What follows belongs to an exercise in optimizing a design on an open flow for small area, a short achievable clock period and few clock cycles; a production flow would make more cautious choices.
In this exercise RTL edits were held to simulation tests only and were not proved equivalent to the original.
Power figures rest on the tool's default switching activity, not on a simulated workload.

main:
Design sme, start of the top module:
module sme #(
    parameter int max_string_len  = 32,
    parameter int max_pattern_len = 8
) (
    input  logic                                 clk,
    input  logic                                 reset,
    input  sme_pkg::char_t                       chardata,
    input  logic                                 isstring,
    input  logic                                 ispattern,
    output logic                                 valid,
    output logic                                 match,
    output logic [$clog2(max_string_len)-1:0]    match_index
);
    localparam int N     = max_string_len;
    localparam int P     = max_pattern_len;
    localparam int idx_w = $clog2(N);
    localparam int len_w = $clog2(N + 1);
    localparam int cnt_w = $clog2(P + 1);
    sme_pkg::char_t   mem [N];
    logic [len_w-1:0] str_len;
    logic             isstring_d;
    logic [N:0]   at_len;    
    logic [N-1:0] in_str;    
    logic [N-1:0] is_sp;     
    logic [N-1:0] eq;        
    logic [N-1:0] we_sel;    
    logic [N-1:0] we;
    always_comb begin
        for (int j = 0; j <= N; j++) at_len[j] = (str_len == len_w'(j));
        for (int j = 0; j < N; j++) begin
            in_str[j] = (str_len > len_w'(j));
            is_sp[j]  = (mem[j] == sme_pkg::char_space);
            eq[j]     = (mem[j] == chardata);
            we_sel[j] = isstring_d ? at_len[j] : (j == 0);
            we[j]     = isstring && we_sel[j];
        end
    end
    always_ff @(posedge clk or posedge reset) begin
        if (reset) begin
            isstring_d <= 1'b0;
            str_len    <= '0;
        end else begin
            isstring_d <= isstring;
            if (isstring) begin
                if (!isstring_d) str_len <= len_w'(1);
                else if (str_len != len_w'(N)) str_len <= str_len + 1'b1;
            end
        end
    end
    always_ff @(posedge clk) begin
  ...
export LEC_CHECK = 0
export CAP_MARGIN = 20
export CORE_MARGIN = 2
export CORE_UTILIZATION = 40
export SLEW_MARGIN = 20
create_clock -name core_clock -period 10.0 [get_ports {clk}]
standard.sh (not shown) runs the stock make flow with config.mk's settings and CLKGATE_MAP_FILE= SYNTH_SCRIPT=/design/flow/synth_recipe.tcl, a recipe that flattens the netlist after the stock synthesis.
==> flow/flow/run.sh <==
#!/bin/bash
# Standard ORFS layout, with repair_timing aiming for extra setup slack.
set -euo pipefail
bash standard.sh SETUP_SLACK_MARGIN=6.5 finish > standard_flow.log 2>&1
Testbench counts of main, summed over its fixed seeds: cycles 8,566.
## Diff of input files: the feature branch against main
Settings: CORE_UTILIZATION: 40 -> 55.
==> flow/flow/run.sh <==
#!/bin/bash
# Standard ORFS layout, with repair_timing aiming for extra setup slack.
set -euo pipefail
bash standard.sh SETUP_SLACK_MARGIN=7 finish > standard_flow.log 2>&1
--- outcome ---
Looking at the reports, the feature branch completed the entire flow and the layout it produced met the timing, design-rule and antenna checks. The clock-buffer cell count number comes out higher for the feature branch vs main. Comparing main with the feature branch, the sequential cell area came out essentially unchanged. From main to the feature branch the numbers moved as follows: combined global-route utilization of all metal layers increased by 12 points relative to the old numbers, vertical extent of the die lower, average routed wire per standard cell saw an increase.


sme, a different RTL version from the one above (not shown whole).
Size in the first run: ~19 I/O pins, ~16,000 sq um of cells after synthesis.
clock: 10.0 ns
lec_check: 0
cap_margin: 20
core_margin: 2
core_utilization: 40
slew_margin: 20
run.sh (not shown) runs the stock make flow with config.mk's settings and CLKGATE_MAP_FILE= SYNTH_SCRIPT=/design/flow/synth_recipe.tcl, a recipe that flattens the netlist after the stock synthesis.
Stock flow here: none of the scripts above is used.
The starting point finished with timing, DRC and antenna clean.
Testbench counts at the start, summed over its fixed seeds: cycles 8,566.
Then changed:
Settings changed: SETUP_SLACK_MARGIN set to 5.
Outcome: Via count barely changes; die area is unchanged; clock-buffer cell count does not change; synthesized area stays the same; synthesized cell count is unchanged.
Then changed:
Settings changed: ABC_CLOCK_PERIOD_IN_PS set to 2000.
What happened: Maximum frequency stays the same. Sequential share of layout area does not change. Setup slack stays the same. Sequential cell count stays the same. Power does not change. Global-route usage is unchanged. Count of clock-buffer cells in the layout does not change. Via count does not change. Cell count does not change. Combinational power barely changes.


The RTL this note starts from:
==> flow/design.v <==
package sme_pkg;
    typedef logic [7:0] char_t;
    localparam char_t char_any   = 8'h2E;  
    localparam char_t char_head  = 8'h5E;  
    localparam char_t char_tail  = 8'h24;  
    localparam char_t char_space = 8'h20;
    typedef enum logic [1:0] {
        st_idle = 2'd0,
        st_scan = 2'd1,
        st_done = 2'd2
    } engine_state_t;
endpackage
module sme #(
    parameter int max_string_len  = 32,
    parameter int max_pattern_len = 8
) (
    input  logic                                 clk,
    input  logic                                 reset,
    input  sme_pkg::char_t                       chardata,
    input  logic                                 isstring,
    input  logic                                 ispattern,
    output logic                                 valid,
    output logic                                 match,
    output logic [$clog2(max_string_len)-1:0]    match_index
);
    localparam int N     = max_string_len;
    localparam int P     = max_pattern_len;
    localparam int idx_w = $clog2(N);
    localparam int len_w = $clog2(N + 1);
    localparam int cnt_w = $clog2(P + 1);
    sme_pkg::char_t   mem [N];
    logic [len_w-1:0] str_len;
    logic             isstring_d;
    logic             s_first;   
    logic [N:0]   at_len;    
    logic [N-1:0] in_str;    
    logic [N-1:0] is_sp;     
    logic [N-1:0] eq;        
    logic [N-1:0] we;
    assign s_first = isstring && !isstring_d;
    always_comb begin
        for (int j = 0; j <= N; j++) at_len[j] = (str_len == len_w'(j));
        for (int j = 0; j < N; j++) begin
            in_str[j] = (str_len > len_w'(j));
            is_sp[j]  = (mem[j] == sme_pkg::char_space);
            eq[j]     = (mem[j] == chardata);
            we[j]     = at_len[j];
        end
        we[0] = at_len[0] || s_first;
    end
    always_ff @(posedge clk or posedge reset) begin
        if (reset) begin
            isstring_d <= 1'b0;
            str_len    <= '0;
        end else begin
            isstring_d <= isstring;
            if (isstring) begin
                if (!isstring_d) str_len <= len_w'(1);
                else if (str_len != len_w'(N)) str_len <= str_len + 1'b1;
            end
        end
    end
    always_ff @(posedge clk) begin
        for (int j = 0; j < N; j++) begin
            if (we[j]) mem[j] <= chardata;
        end
    end
    logic [N:0]       e_vec;
    logic [cnt_w-1:0] raw_cnt;    
    logic             had_head;   
    logic             head_pend;
    logic             last_tail;  
    logic             tail_found;
    logic [idx_w-1:0] tail_pos;   
    logic             over;       
    logic r_first, c_dot, c_head, c_tail, head_first;
    logic [N:0] pre, cur, step_ok, e_next, head_ok, tail_mask, tail_vec;
    logic [cnt_w-1:0] core_cnt;   
    assign r_first    = (raw_cnt == '0);
    assign c_dot      = (chardata == sme_pkg::char_any);
    assign c_head     = (chardata == sme_pkg::char_head);
    assign c_tail     = (chardata == sme_pkg::char_tail);
    assign head_first = r_first && c_head;
    assign core_cnt   = raw_cnt - cnt_w'(had_head);
    always_comb begin
        pre = e_vec | {(N+1){r_first || head_pend}};
        head_ok[0] = 1'b1;
        for (int j = 1; j <= N; j++) head_ok[j] = in_str[j-1] && is_sp[j-1];
        cur = pre & ((head_pend && !r_first) ? head_ok : '1);
        for (int j = 0; j < N; j++) begin
            step_ok[j]   = cur[j] && in_str[j];
            tail_mask[j] = at_len[j] || (in_str[j] && is_sp[j]);
        end
        step_ok[N]   = 1'b0;
        tail_mask[N] = at_len[N];
        e_next[0] = 1'b0;
        for (int j = 1; j <= N; j++) e_next[j] = step_ok[j-1] && (c_dot || eq[j-1]);
        tail_vec = cur & tail_mask;
    end
    function automatic logic [idx_w-1:0] first_set(input logic [N+1:0] v);
        first_set = '0;
        for (int j = N + 1; j >= 0; j--) begin
            if (v[j]) first_set = idx_w'(j);
        end
    endfunction
    always_ff @(posedge clk) begin
        if (!ispattern) begin
            raw_cnt <= '0;
        end else if (raw_cnt != cnt_w'(P)) begin
            raw_cnt <= raw_cnt + 1'b1;
        end
        over <= ispattern && (raw_cnt == cnt_w'(P));
    end
    always_ff @(posedge clk) begin
        e_vec      <= e_next;
        had_head   <= r_first ? head_first : had_head;
        head_pend  <= head_first;
        last_tail  <= c_tail;
        tail_found <= |tail_vec;
        tail_pos   <= first_set({tail_vec, 1'b0});
    end
    logic             res_found;
    logic [idx_w-1:0] res_pos;
    assign res_found = last_tail ? tail_found : (head_pend || (|e_vec));
    assign res_pos   = last_tail ? tail_pos : (head_pend ? '0 : first_set({1'b0, e_vec}));
    always_ff @(posedge clk or posedge reset) begin
        if (reset) begin
            valid <= 1'b0;
        end else begin
            valid <= !ispattern && (raw_cnt != '0);
        end
    end
    always_ff @(posedge clk) begin
        if (!over) begin
            match       <= res_found;
            match_index <= res_found ? res_pos - idx_w'(core_cnt) : '0;
        end
    end
endmodule
clock: 10.0 ns
lec_check: 0
cap_margin: 20
core_margin: 2
core_utilization: 48
cts_buf_list: sky130_fd_sc_hd__clkbuf_4 sky130_fd_sc_hd__clkbuf_8
cts_cluster_diameter: 60
cts_cluster_size: 16
slew_margin: 20
standard.sh (not shown) runs the stock make flow with config.mk's settings and CLKGATE_MAP_FILE= SYNTH_SCRIPT=/design/flow/synth_recipe.tcl, a recipe that flattens the netlist after the stock synthesis.
==> flow/flow/run.sh <==
#!/bin/bash
# Standard ORFS layout, with repair_timing aiming for extra setup slack.
set -euo pipefail
bash standard.sh SETUP_SLACK_MARGIN=6.7 finish > standard_flow.log 2>&1
Testbench counts at the start, summed over its fixed seeds: cycles 8,566.
Rerun with:
==> flow/flow/run.sh (replaced) <==
#!/bin/bash
# Standard ORFS layout, with repair_timing aiming for extra setup slack.
set -euo pipefail
bash standard.sh SETUP_SLACK_MARGIN=7 finish > standard_flow.log 2>&1
- CORE_UTILIZATION: 48 -> 55
The new run ran to the end with no violations.
Total power increases by about 8%.
Flip-flop and latch count stays the same.
Sequential share of layout area decreases by 1.6 points.
Via count increases by 2.2%.
Area after synthesis stays the same.
Non-clock buffer count increases by 18.
Register-to-register slack gets worse by 0.02 ns.
Rerun with:
==> flow/flow/run.sh (replaced) <==
#!/bin/bash
# Standard ORFS layout, with repair_timing aiming for extra setup slack.
set -euo pipefail
bash standard.sh SETUP_SLACK_MARGIN=6.85 finish > standard_flow.log 2>&1
=> Worst hold slack loses 0.0075 ns; via count barely changes; sequential cell count is unchanged; utilization went down by 0.86 points; register-to-register slack is better by 0.06 ns; first-iteration DRC count falls by a few percent; design area falls slightly; clock power went down by a few percent; non-clock buffer count came out lower by 5.

what the ideal ports hide:
The results above use ideal ports. As a check the final layouts listed here were re-extracted and re-timed, cells and wires unchanged.
Step 1: set_driving_cell puts a clkbuf_16 on clk and a buf_2 on each other input, an assumption about the parent block.
Step 2, shift: input delay + t, output delay - t, t = (earliest + latest rising clock arrival at the registers) / 2. This alone moves slack from input paths to output paths.
a / b / c = ideal ports / drivers / drivers and shift; a / b = the first two.
run	t (ns)	slack for setup (ns)	worst hold slack (ns)	worst setup path after step 2
main	0.588	6.533 / 6.494 / 5.906	0.497 / 0.497 / 0.497	input to register
the feature branch	0.575	6.842 / 6.747 / 6.172	0.497 / 0.497 / 0.497	input to register
the first run of note 2	0.577	5.101 / 5.101 / 5.011	0.447 / 0.447 / 0.447	input to register
the second run of note 2	0.577	5.300 / 5.300 / 5.017	0.447 / 0.447 / 0.447	input to register
the third run of note 2	0.577	5.300 / 5.300 / 5.017	0.447 / 0.447 / 0.447	input to register
the first run of note 3	0.641	6.749 / 6.700 / 6.200	0.553 / 0.553 / 0.553	input to register
the second run of note 3	0.668	6.809 / 6.809 / 6.405	0.528 / 0.528 / 0.528	input to register
the third run of note 3	0.657	6.866 / 6.835 / 6.354	0.520 / 0.520 / 0.520	input to register
After both steps setup and hold are still met in every run listed. The setup slack of the feature branch, which loses most, moves by -0.095 ns with the drivers and by -0.670 ns with both steps.
